This is an optimization exercise on Yosys and OpenROAD, whose aim is small area, a short achievable clock period and few clock cycles per item, not a production implementation.
In this exercise RTL edits were held to simulation tests only and were not proved equivalent to the original.

// alu_seq
module alu_seq #(
  parameter int XLEN = 64
) (
  input  logic            clk_i,
  input  logic            rst_n_i,
  input  logic            req_valid_i,
  output logic            req_ready_o,
  input  logic [3:0]      op_i,
  input  logic [XLEN-1:0] a_i,
  input  logic [XLEN-1:0] b_i,
  input  logic            cin_i,
  output logic            rsp_valid_o,
  input  logic            rsp_ready_i,
  output logic [XLEN-1:0] result_o,
  output logic            cflag_o,
  output logic            vflag_o,
  output logic            zflag_o
);
For scale: ~3900 cells after synthesis, ~210 I/O pins.
Settings: LEC_CHECK=0, CAP_MARGIN=20, CORE_MARGIN=2, CORE_UTILIZATION=40, PLACE_DENSITY=0.6, SETUP_SLACK_MARGIN=4, SLEW_MARGIN=20; clock period 8.0 ns.
run.sh (not shown) runs the stock make flow with config.mk's settings and CLKGATE_MAP_FILE= SYNTH_SCRIPT=/design/flow/synth_recipe.tcl, a recipe that flattens the netlist after the stock synthesis.
Testbench counts at the start, summed over its fixed seeds: cycles 8,920, items 2,048.
Edit:
Settings changed: SETUP_SLACK_MARGIN 4 to 3.
Outcome:
- The new run ran to the end with no violations
- global-route usage decreases by 0.33 points
- cell area decreases by 6.0%
- hold slack degrades by 0.019 ns
- die area stays the same

---

Setup of build 15:
Another version of the RTL of alu_seq (not shown whole).
For scale: roughly 3700 cells after synthesis, about 210 I/O pins, roughly 0.033 sq mm of cells after synthesis.
export LEC_CHECK = 0
export CAP_MARGIN = 20
export CORE_MARGIN = 2
export CORE_UTILIZATION = 45
export PLACE_DENSITY = 0.6
export SETUP_SLACK_MARGIN = 4
export SLEW_MARGIN = 20
create_clock -name core_clock -period 8.0 [get_ports {clk_i}]
Build 15: full flow OK, the timing, design-rule and antenna checks passed
Testbench counts of build 15, summed over its fixed seeds: cycles 9,195, items 2,048.
[inputs] build 82 vs build 15
==> flow/flow/run.sh (new file) <==
#!/bin/bash
# Own flow: the standard layout (standard synthesis, floorplan, power grid,
# placement, CTS, routing), unchanged except that the port buffers the placer
# inserts on every input and output are sky130_fd_sc_hd__buf_2 cells instead
# of the default delay-buffer cells.
set -euo pipefail
export BUFFER_PORTS_ARGS="-buffer_cell sky130_fd_sc_hd__buf_2"
bash standard.sh > standard_flow.log 2>&1
==> flow/standard.sh (new file) <==
#!/bin/bash
# synth_recipe.tcl (not shown) runs the flow's synth.tcl, then flattens the netlist and writes it again
# the make line also repeats each setting of config.mk as NAME=value (left out here)
make -C /OpenROAD-flow-scripts/flow DESIGN_CONFIG=/design/flow/config.mk WORK_HOME=/design/flow/orfs CLKGATE_MAP_FILE= SYNTH_SCRIPT=/design/flow/synth_recipe.tcl "${@:-finish}"
removed: flow/run.sh
Notes after the runs:
- Build 82 — sequential share of layout area 0.88 points higher, build 15 as reference
- Re number of top-level design ports: no difference whatsoever between build 15 and build 82.
- Against build 15, build 82 comes in about 16% lower on initial antenna violation count.
- In the flow results for build 82 and build 15, the weighted congestion reported at the end of routability-driven placement is larger on build 15.
- Share of the cycle needed by the critical path after routing: build 82 vs build 15, no meaningful difference
- In the flow results for build 82 and build 15, the largest net degree at the start of global routing is smaller on build 15.
Inputs modified between build 82 and build 95:
# build 82
export LEC_CHECK = 0
export CAP_MARGIN = 20
export CORE_MARGIN = 2
export CORE_UTILIZATION = 45
export PLACE_DENSITY = 0.6
export SETUP_SLACK_MARGIN = 4
export SLEW_MARGIN = 20
create_clock -name core_clock -period 8.0 [get_ports {clk_i}]
# build 95
export LEC_CHECK = 0
export CAP_MARGIN = 20
export CORE_MARGIN = 2
export CORE_UTILIZATION = 50
export PLACE_DENSITY = 0.65
export SETUP_SLACK_MARGIN = 4
export SLEW_MARGIN = 20
create_clock -name core_clock -period 8.0 [get_ports {clk_i}]
Both conditions hold for build 95: the flow ran to the end and the final layout passed the timing, design-rule and antenna checks.
Build 82 vs build 95, worst setup path endpoint: r0_res[48] vs r0_res[60]
[compare] base=build 82 new=build 95: non-filler instance count after layout shows a reduction of 2.0%; post-route standard cell area excluding fillers shows no meaningful change.
Changes observed in build 95 relative to build 82: antenna cell count rose 3, number of optimization iterations in the first detailed-route pass fell 2.

-- static timing again, ports no longer ideal --
The flow's constraints put no driver on any port. The routed layouts listed below were extracted and timed again, unchanged, in two steps.
Step 1, drivers: a clkbuf_16 drives clk_i and a buf_2 each remaining input, both assumed.
Step 2 times the ports against the registers' clock, not the clock port: input delays grow and output delays shrink by t, the midpoint of the rising clock arrivals with the driver on.
Three values: ideal ports, drivers, drivers and shift; two values: the first two.
run | shift t [ns] | slack for setup (ns) | worst hold slack (ns)
the first run of note 1 | 0.686 | 3.711 / 3.760 / 3.074 | 0.530 / 0.530 / 0.530
the second run of note 1 | 0.734 | 2.796 / 2.796 / 2.379 | 0.510 / 0.510 / 0.510
build 15 | 0.701 | 3.910 / 3.886 / 3.301 | 0.538 / 0.538 / 0.538
build 82 | 0.671 | 3.912 / 3.912 / 3.350 | 0.541 / 0.541 / 0.541
build 95 | 0.682 | 3.891 / 3.891 / 3.338 | 0.548 / 0.548 / 0.548
After both steps every run listed still meets setup and hold. For the first run of note 1, which loses most, drivers alone change the setup slack by +0.049 ns; drivers and shift together by -0.637 ns.
